This design comes from an exercise in tuning for small area, a short achievable clock period and few clock cycles per item on the open sky130 flow, not from production work.
In this exercise RTL edits were held to simulation tests only and were not proved equivalent to the original.

==> flow/design.v (excerpt) <==
module instr_reader
(
   input  logic         clk,
   input  logic         reset,
   input  logic         start,
   input  instr_register_pkg::address_t     start_addr,
   input  logic [5:0]   num_instr,
   output instr_register_pkg::address_t     read_pointer,
   input  instr_register_pkg::instruction_t instruction_word,
   output logic         result_valid,
   input  logic         result_ready,
   output instr_register_pkg::result_t      result,
   output instr_register_pkg::address_t     result_addr,
   output instr_register_pkg::opcode_t      result_opc,
   output logic         div_by_zero,
   output logic         busy,
   output logic         done
);
Settings: LEC_CHECK=0, CAP_MARGIN=20, CORE_MARGIN=2, CORE_UTILIZATION=40, SETUP_SLACK_MARGIN=5, SLEW_MARGIN=20; clock period 210.0 ns.
standard.sh (not shown) runs the stock make flow with config.mk's settings and CLKGATE_MAP_FILE= SYNTH_SCRIPT=/design/flow/synth_recipe.tcl, a recipe that flattens the netlist after the stock synthesis.
==> flow/flow/run.sh <==
#!/bin/bash
# Layout flow: the standard flow (standard.sh) with two changes.
#  1. Synthesis maps the combinational logic with flow/area.abc (two rounds
#     of dc2 AIG restructuring, then choice computation and &nf mapping,
#     instead of the delay-oriented restructuring of ORFS's speed script). Everything else in synthesis
#     is the standard flow's synth_recipe.tcl and ORFS's synth.tcl unchanged, so the
#     registers are those of the standard synthesis.
#  2. Port buffers are sky130_fd_sc_hd__buf_1 cells.
# Each tool's output goes to a log of its own in this folder.
set -euo pipefail
W=$(pwd)
F=$W/flow

# ORFS's synth.tcl with the ABC script replaced
sed "s|^  log_cmd abc {\*}\$abc_args|  set abc_args [lreplace \$abc_args 1 1 $F/area.abc]\n  log_cmd abc {*}\$abc_args|" \
   "$FLOW_HOME/scripts/synth.tcl" > "$W/synth_area.tcl"
grep -q "area.abc" "$W/synth_area.tcl"
sed "s|source \$::env(SCRIPTS_DIR)/synth.tcl|source $W/synth_area.tcl|" \
   "$W/synth_recipe.tcl" > "$W/synth_recipe_area.tcl"
grep -q "synth_area.tcl" "$W/synth_recipe_area.tcl"
sed "s|SYNTH_SCRIPT=[^ ]*|SYNTH_SCRIPT=$W/synth_recipe_area.tcl|" \
   "$W/standard.sh" > "$W/standard_area.sh"
grep -q "synth_recipe_area.tcl" "$W/standard_area.sh"

export BUFFER_PORTS_ARGS="-buffer_cell sky130_fd_sc_hd__buf_1"

bash "$W/standard_area.sh" synth > "$W/synth.log" 2>&1
bash "$W/standard.sh" > "$W/layout.log" 2>&1
test -s "$W/out/final.def"
==> flow/flow/area.abc <==
strash
dc2
dc2
&get -n
&dch -f
&nf
&put
topo
stime -c
buffer -c
upsize -c
dnsize -c
The baseline completed without violations.
Testbench counts at the start, summed over its fixed seeds: cycles 10,452, items 6,351.
Then changed:
--- a/flow/flow/run.sh
+++ b/flow/flow/run.sh
@@ -1,10 +1,10 @@
 #!/bin/bash
 # Layout flow: the standard flow (standard.sh) with two changes.
-#  1. Synthesis maps the combinational logic with flow/area.abc (two rounds
-#     of dc2 AIG restructuring, then choice computation and &nf mapping,
-#     instead of the delay-oriented restructuring of ORFS's speed script). Everything else in synthesis
+#  1. Synthesis maps the combinational logic with flow/area.abc (ABC choice
+#     computation and &nf mapping, without the repeated delay-oriented
+#     restructuring of ORFS's speed script). Everything else in synthesis
 #     is the standard flow's synth_recipe.tcl and ORFS's synth.tcl unchanged, so the
 #     registers are those of the standard synthesis.
-#  2. Port buffers are sky130_fd_sc_hd__buf_1 cells.
+#  2. Port buffers are sky130_fd_sc_hd__buf_2 cells.
 # Each tool's output goes to a log of its own in this folder.
 set -euo pipefail
@@ -23,5 +23,5 @@
 grep -q "synth_recipe_area.tcl" "$W/standard_area.sh"
 
-export BUFFER_PORTS_ARGS="-buffer_cell sky130_fd_sc_hd__buf_1"
+export BUFFER_PORTS_ARGS="-buffer_cell sky130_fd_sc_hd__buf_2"
 
 bash "$W/standard_area.sh" synth > "$W/synth.log" 2>&1
==> flow/flow/area.abc (replaced) <==
strash
&get -n
&dch -f
&nf
&put
topo
stime -c
buffer -c
upsize -c
dnsize -c
Sequential share of layout area falls by 1.1 points.
First-iteration DRC count rises by about a fifth.
Critical path depth is unchanged.
Non-clock buffer count came out higher by 3.
Sequential cell count does not change.
Wire length stays flat.
Global-route usage went down by 2.7 points.
Via count grows by a few percent.
Clock-buffer cell count is lower by 4.

* * *

## v39
The RTL this note starts from:
==> flow/design.v <==
package instr_register_pkg;
   localparam int unsigned NUM_REGS = 32;
   typedef logic [4:0]         address_t;
   typedef logic signed [31:0] operand_t;
   typedef logic signed [63:0] result_t;
   typedef enum logic [3:0] {
      ZERO  = 4'd0,
      PASSA = 4'd1,
      PASSB = 4'd2,
      ADD   = 4'd3,
      SUB   = 4'd4,
      MULT  = 4'd5,
      DIV   = 4'd6,
      MOD   = 4'd7
   } opcode_t;
   typedef struct packed {
      opcode_t  opc;
      operand_t a;
      operand_t b;
   } instruction_t;
endpackage
module instr_reader_alu
(
   input  logic        mul,
   input  logic [31:0] v,
   input  logic [31:0] y,
   input  logic [2:0]  bd,
   input  logic        ysgn,
   input  logic        qin,
   output logic [31:0] v_next,
   output logic [1:0]  obits
);
   logic one, two, neg;
   always_comb begin
      if (mul) begin
         one = bd[1] ^ bd[0];
         two = (bd[2] & ~bd[1] & ~bd[0]) | (~bd[2] & bd[1] & bd[0]);
         neg = bd[2];
      end else begin
         one = 1'b1;
         two = 1'b0;
         neg = ~ysgn;
      end
   end
   logic [33:0] xa, ya, s;
   always_comb begin
      xa = {{2{mul & v[31]}}, v};
      ya = ({34{one}} & {{2{y[31]}}, y}) | ({34{two}} & {y[31], y, 1'b0});
      ya = ya ^ {34{neg}};
   end
   logic [33:0] g0, p0;
   logic [34:0] gg, pp;
   always_comb begin
      g0 = xa & ya;
      p0 = xa ^ ya;
      gg = {g0, neg};
      pp = {p0, 1'b0};
      for (int d = 1; d < 35; d = d * 2)
         for (int k = 2 * d - 1; k < 35; k = k + 2 * d) begin
            gg[k] = gg[k] | (pp[k] & gg[k - d]);
            pp[k] = pp[k] & pp[k - d];
         end
      for (int d = 16; d >= 1; d = d / 2)
         for (int k = 3 * d - 1; k < 35; k = k + 2 * d) begin
            gg[k] = gg[k] | (pp[k] & gg[k - d]);
            pp[k] = pp[k] & pp[k - d];
         end
      for (int i = 0; i < 34; i++) s[i] = p0[i] ^ gg[i];
   end
   logic take;
   assign take = ~s[32];
   always_comb begin
      if (mul) begin
         v_next = s[33:2];
         obits  = s[1:0];
      end else begin
         v_next = take ? {s[30:0], qin} : {v[30:0], qin};
         obits  = {1'b0, take};
      end
   end
endmodule
module instr_reader
(
   input  logic         clk,
   input  logic         reset,
   input  logic         start,
   input  instr_register_pkg::address_t     start_addr,
   input  logic [5:0]   num_instr,
   output instr_register_pkg::address_t     read_pointer,
   input  instr_register_pkg::instruction_t instruction_word,
   output logic         result_valid,
   input  logic         result_ready,
   output instr_register_pkg::result_t      result,
   output instr_register_pkg::address_t     result_addr,
   output instr_register_pkg::opcode_t      result_opc,
   output logic         div_by_zero,
   output logic         busy,
   output logic         done
);
   localparam int RM  = 8;         
   localparam int NGM = 32 / RM;
   localparam int RD  = 4;         
   localparam int NGD = 32 / RD;
   logic [5:0]  fetch_cnt;        
   logic        instr_v;          
   logic [2:0]  step;             
   instr_register_pkg::instruction_t instr_q;
   logic [63:0] res_q;
   wire [3:0]   opc = instr_q.opc;
   wire [31:0]  a   = instr_q.a;
   wire [31:0]  b   = instr_q.b;
   function automatic logic [3:0] groups_u(input logic [31:0] x);
      groups_u = '0;
      for (int j = 0; j < NGD; j++)
         if (x[j*RD +: RD] != '0) groups_u = 4'(j + 1);
   endfunction
   function automatic logic [2:0] groups_s(input logic [31:0] x);
      groups_s = 3'(NGM);
      for (int n = NGM - 1; n >= 1; n--)
         if (((x ^ {32{x[31]}}) >> (n*RM - 1)) == '0)
            groups_s = 3'(n);
   endfunction
   wire        op_mul  = (opc == instr_register_pkg::MULT);
   wire        op_div  = (opc == instr_register_pkg::DIV);
   wire        op_mod  = (opc == instr_register_pkg::MOD);
   wire        op_add  = (opc == instr_register_pkg::ADD);
   wire        op_sub  = (opc == instr_register_pkg::SUB);
   wire        op_pa   = (opc == instr_register_pkg::PASSA);
   wire        op_pb   = (opc == instr_register_pkg::PASSB);
   wire        sa      = a[31];
   wire        sb      = b[31];
   wire        b_zero  = (b == '0);
   function automatic logic [31:0] cneg(input logic [31:0] x, input logic n);
      logic [31:0] xi;
      logic [8:0]  cb;
      logic        c;
      xi    = x ^ {32{n}};
      cb[0] = n;
      for (int k = 0; k < 8; k++) cb[k+1] = cb[k] & (&xi[4*k +: 4]);
      for (int k = 0; k < 8; k++) begin
         c = cb[k];
         for (int i = 4*k; i < 4*k + 4; i++) begin
            cneg[i] = xi[i] ^ c;
            c       = xi[i] & c;
         end
      end
   endfunction
   wire [31:0] abs_a   = cneg(a, sa);
   wire [31:0] bm      = b ^ {32{sb}};         
   wire [3:0]  na      = groups_u(abs_a);
   wire [3:0]  nb      = groups_u(bm);
   wire        quick   = (na < nb);             
   wire [3:0]  kd_raw  = na - nb;               
   wire [2:0]  kd_m1   = (kd_raw > 4'(NGD - 1)) ? 3'(NGD - 1) : 3'(kd_raw);
   wire        b_unit   = (b[31:1] == '0 && b[0]) || (b == '1);
   wire        long_div = (op_div || op_mod) && !b_zero && !b_unit && !quick;
   wire        prod     = op_mul || (op_div && b_unit);
   wire [2:0]  ga      = groups_s(a);
   wire [2:0]  gb      = groups_s(b);
   wire        swap    = (ga < gb);
   wire [1:0]  gm_m1   = prod ? 2'((swap ? ga : gb) - 3'd1) : 2'd0;
   wire [2:0]  last_step = long_div ? kd_m1 : {1'b0, gm_m1};
   wire        first   = (step == '0);
   wire        last    = (step == last_step);
   logic [31:0] h0, mb, hi0, lo0;
   always_comb begin
      h0 = (op_add || op_sub || op_pa || (op_mod && !b_zero && !b_unit)) ? a : '0;
      if (prod)                  mb = swap ? a : b;
      else if (op_add || op_pb)  mb = 32'd1;
      else if (op_sub)           mb = '1;
      else                       mb = '0;
      if (long_div) begin
         hi0 = abs_a >> (int'(kd_m1) * RD + RD - 1);
         lo0 = abs_a << (32 - (int'(kd_m1) * RD + RD));
      end else begin
         hi0 = h0;
         lo0 = mb;
      end
   end
   logic [31:0] hi_in, lo_in;
   assign hi_in = first ? hi0 : res_q[63:32];
   assign lo_in = first ? lo0 : res_q[31:0];
   wire        use_a   = prod && !swap;
   wire [31:0] mop     = use_a ? a : b;
   logic        bprev;                       
   logic [RM:0] bwin;
   assign bwin  = {lo_in[RM-1:0], first ? 1'b0 : bprev};
   logic [31:0] vr [0:RD];
   logic [1:0]  ob [0:RD-1];
   assign vr[0] = hi_in;
   for (genvar i = 0; i < RD; i++) begin : g_row
      instr_reader_alu u_row (
         .mul    (!long_div),
         .v      (vr[i]),
         .y      (mop),
         .bd     (bwin[2*i +: 3]),
         .ysgn   (sb),
         .qin    (lo_in[30 - i]),
         .v_next (vr[i+1]),
         .obits  (ob[i])
      );
   end
   logic [RM-1:0] pbit;
   logic [RD-1:0] qbit;
   for (genvar i = 0; i < RD; i++) begin : g_bits
      assign pbit[2*i +: 2] = ob[i];
      assign qbit[RD-1-i]   = ob[i][0];
   end
   logic [63:0] mul_t, mul_res, div_res, next_res;
   logic [1:0]  msh;
   logic [31:0] lo_m, lo_d, dv;
   logic        dneg;
   always_comb begin
      lo_m    = {pbit, lo_in[31:RM]};         
      lo_d    = {lo_in[31-RD:0], qbit};       
      msh     = last ? ~gm_m1 : 2'd0;
      mul_t   = msh[1] ? {{16{vr[RD][31]}}, vr[RD], lo_m[31:16]} : {vr[RD], lo_m};
      mul_res = msh[0] ? {{8{mul_t[63]}}, mul_t[63:8]} : mul_t;
      dv      = (op_div || !last) ? lo_d : {1'b0, vr[RD][31:1]};
      dneg    = last && (op_div ? (sa ^ sb) : sa);
      div_res[31:0]  = cneg(dv, dneg);
      div_res[63:32] = last ? {32{dneg && div_res[31]}} : vr[RD];
      next_res = long_div ? div_res : mul_res;
   end
   logic replay;
   wire  out_free = !result_valid || result_ready;
   wire  go       = instr_v && !replay && out_free;
   logic result_idle;                         
   wire  res_free = result_idle || result_ready;
   wire  retire   = go && last;
   wire  fetch    = busy && (fetch_cnt != '0) && !replay && (!instr_v || last);
   always_ff @(posedge clk or posedge reset) begin
      if (reset) begin
         busy         <= 1'b0;
         done         <= 1'b0;
         result_valid <= 1'b0;
         result_idle  <= 1'b1;
         instr_v      <= 1'b0;
         replay       <= 1'b0;
         step         <= '0;
      end else begin
         if (!busy) begin
            if (start) begin
               busy <= 1'b1;
               done <= (num_instr == '0);
            end
         end else if (done) begin
            busy <= 1'b0;
            done <= 1'b0;
         end else if (result_valid && result_ready && !instr_v && fetch_cnt == '0) begin
            done <= 1'b1;
         end
         if (go) begin
            result_valid <= last;
            result_idle  <= !last;
         end else if (result_ready) begin
            result_valid <= 1'b0;
            result_idle  <= 1'b1;
         end
         if (go) step <= last ? '0 : step + 3'd1;
         replay <= fetch && instr_v && !go;
         if (fetch) instr_v <= 1'b1;
         else if (replay || retire) instr_v <= 1'b0;
      end
   end
   always_ff @(posedge clk) begin
      if (!busy && start) begin
         read_pointer <= start_addr;
         fetch_cnt    <= num_instr;
      end else if (fetch) begin
         read_pointer <= read_pointer + 5'd1;
         fetch_cnt    <= fetch_cnt - 6'd1;
      end else if (replay) begin
         read_pointer <= read_pointer - 5'd2;
         fetch_cnt    <= fetch_cnt + 6'd2;
      end
      if (fetch) instr_q <= instruction_word;
      if (res_free) begin
         res_q       <= next_res;
         result_addr <= read_pointer - 5'd1;
         result_opc  <= instr_register_pkg::opcode_t'(opc);
         div_by_zero <= (op_div || op_mod) && b_zero;
      end
      bprev <= lo_in[RM-1];
   end
   assign result = res_q;
endmodule
export LEC_CHECK = 0
export CAP_MARGIN = 20
export CORE_MARGIN = 2
export CORE_UTILIZATION = 60
export CTS_BUF_LIST = sky130_fd_sc_hd__clkbuf_4 sky130_fd_sc_hd__clkbuf_8
export CTS_CLUSTER_SIZE = 10
export PLACE_DENSITY = 0.7
export SETUP_SLACK_MARGIN = 5
export SLEW_MARGIN = 20
create_clock -name core_clock -period 210.0 [get_ports {clk}]
==> flow/flow/run.sh <==
#!/bin/bash
# Layout flow: the standard flow (standard.sh) with two changes.
#  1. Synthesis maps the combinational logic with flow/area.abc (two rounds
#     of dc2 AIG restructuring, then choice computation and &nf mapping,
#     instead of the delay-oriented restructuring of ORFS's speed script).
#     Everything else in synthesis is the standard flow's synth_recipe.tcl and ORFS's
#     synth.tcl unchanged, so the registers are those of the standard
#     synthesis.
#  2. Port buffers are sky130_fd_sc_hd__buf_1 cells.
# Each tool's output goes to a log of its own in this folder.
set -euo pipefail
W=$(pwd)
F=$W/flow

# ORFS's synth.tcl with the ABC script replaced
sed "s|^  log_cmd abc {\*}\$abc_args|  set abc_args [lreplace \$abc_args 1 1 $F/area.abc]\n  log_cmd abc {*}\$abc_args|" \
   "$FLOW_HOME/scripts/synth.tcl" > "$W/synth_area.tcl"
grep -q "area.abc" "$W/synth_area.tcl"
sed "s|source \$::env(SCRIPTS_DIR)/synth.tcl|source $W/synth_area.tcl|" \
   "$W/synth_recipe.tcl" > "$W/synth_recipe_area.tcl"
grep -q "synth_area.tcl" "$W/synth_recipe_area.tcl"
sed "s|SYNTH_SCRIPT=[^ ]*|SYNTH_SCRIPT=$W/synth_recipe_area.tcl|" \
   "$W/standard.sh" > "$W/standard_area.sh"
grep -q "synth_recipe_area.tcl" "$W/standard_area.sh"

export BUFFER_PORTS_ARGS="-buffer_cell sky130_fd_sc_hd__buf_1"

bash "$W/standard_area.sh" synth > "$W/synth.log" 2>&1
bash "$W/standard.sh" > "$W/layout.log" 2>&1
test -s "$W/out/final.def"
==> flow/flow/area.abc <==
strash
dc2
dc2
&get -n
&dch -f
&nf
&put
topo
stime -c
buffer -c
upsize -c
dnsize -c
Testbench counts of v39, summed over its fixed seeds: cycles 10,380, items 6,351.
The inputs of v42 differ from those of v39 as listed below.
Settings: CTS_CLUSTER_SIZE: 10 -> unset; CTS_BUF_LIST: sky130_fd_sc_hd__clkbuf_4 sky130_fd_sc_hd__clkbuf_8 -> sky130_fd_sc_hd__clkbuf_8.
==> run notes <==
I/O pin count came out exactly the same in v42 and v39.
Diff v39 -> v42: count of mapped cells out of synthesis saw little to no change.
Diff v42..v39 | met1 usage in global routing | unchanged
In terms of detailed-routing iteration count for the pre-antenna-repair pass, v39 and v42 differ only marginally.
Changes observed in v42 relative to v39: cell area after layout held, share of layout cells above drive strength 1 held.
From v39 to v42, post-route clock skew did not move at all.
diff inputs: v42 => v21
Settings: CAP_MARGIN now 10, was 20; SLEW_MARGIN now 10, was 20.
==> run notes <==
- In the tables for v42 and v21, first-iteration DRC count reads higher with v21.
- | maximum operating frequency | v21 vs v42 | ≈ equal |
- Between v21 and v42, the area of all placed cells without fillers does not differ in any meaningful way.

[afterwards: timing with drivers on the ports]
The flow's constraints put no driver on any port. The routed layouts listed below were extracted and timed again, unchanged, in two steps. Step 1 (the two cells are an assumption about what drives the block):
set clk [get_ports {clk}]
set_driving_cell -lib_cell sky130_fd_sc_hd__clkbuf_16 $clk
set_driving_cell -lib_cell sky130_fd_sc_hd__buf_2 [delete_from_list [all_inputs] $clk]
Step 2 also shifts input and output timing later by t, the mid clock arrival at the registers, as if the neighbouring blocks saw the same clock. Slacks: no drivers / after step 1 / after step 2; pairs: no drivers / after step 1.
| run | t, ns | setup slack, ns | worst setup path at the end |
|---|---|---|---|
| the first run of note 1 | 0.506 | 166.068 / 166.093 / 165.587 | input to register |
| the second run of note 1 | 0.496 | 166.285 / 166.302 / 165.805 | input to register |
| v39 | 0.551 | 166.765 / 166.714 / 166.404 | input to register |
| v42 | 0.551 | 166.765 / 166.714 / 166.404 | input to register |
| v21 | 0.548 | 166.786 / 166.734 / 166.407 | input to register |
After both steps setup and hold are still met in every run listed. For the first run of note 1, which loses most, drivers alone change the setup slack by +0.025 ns; drivers and shift together by -0.481 ns.
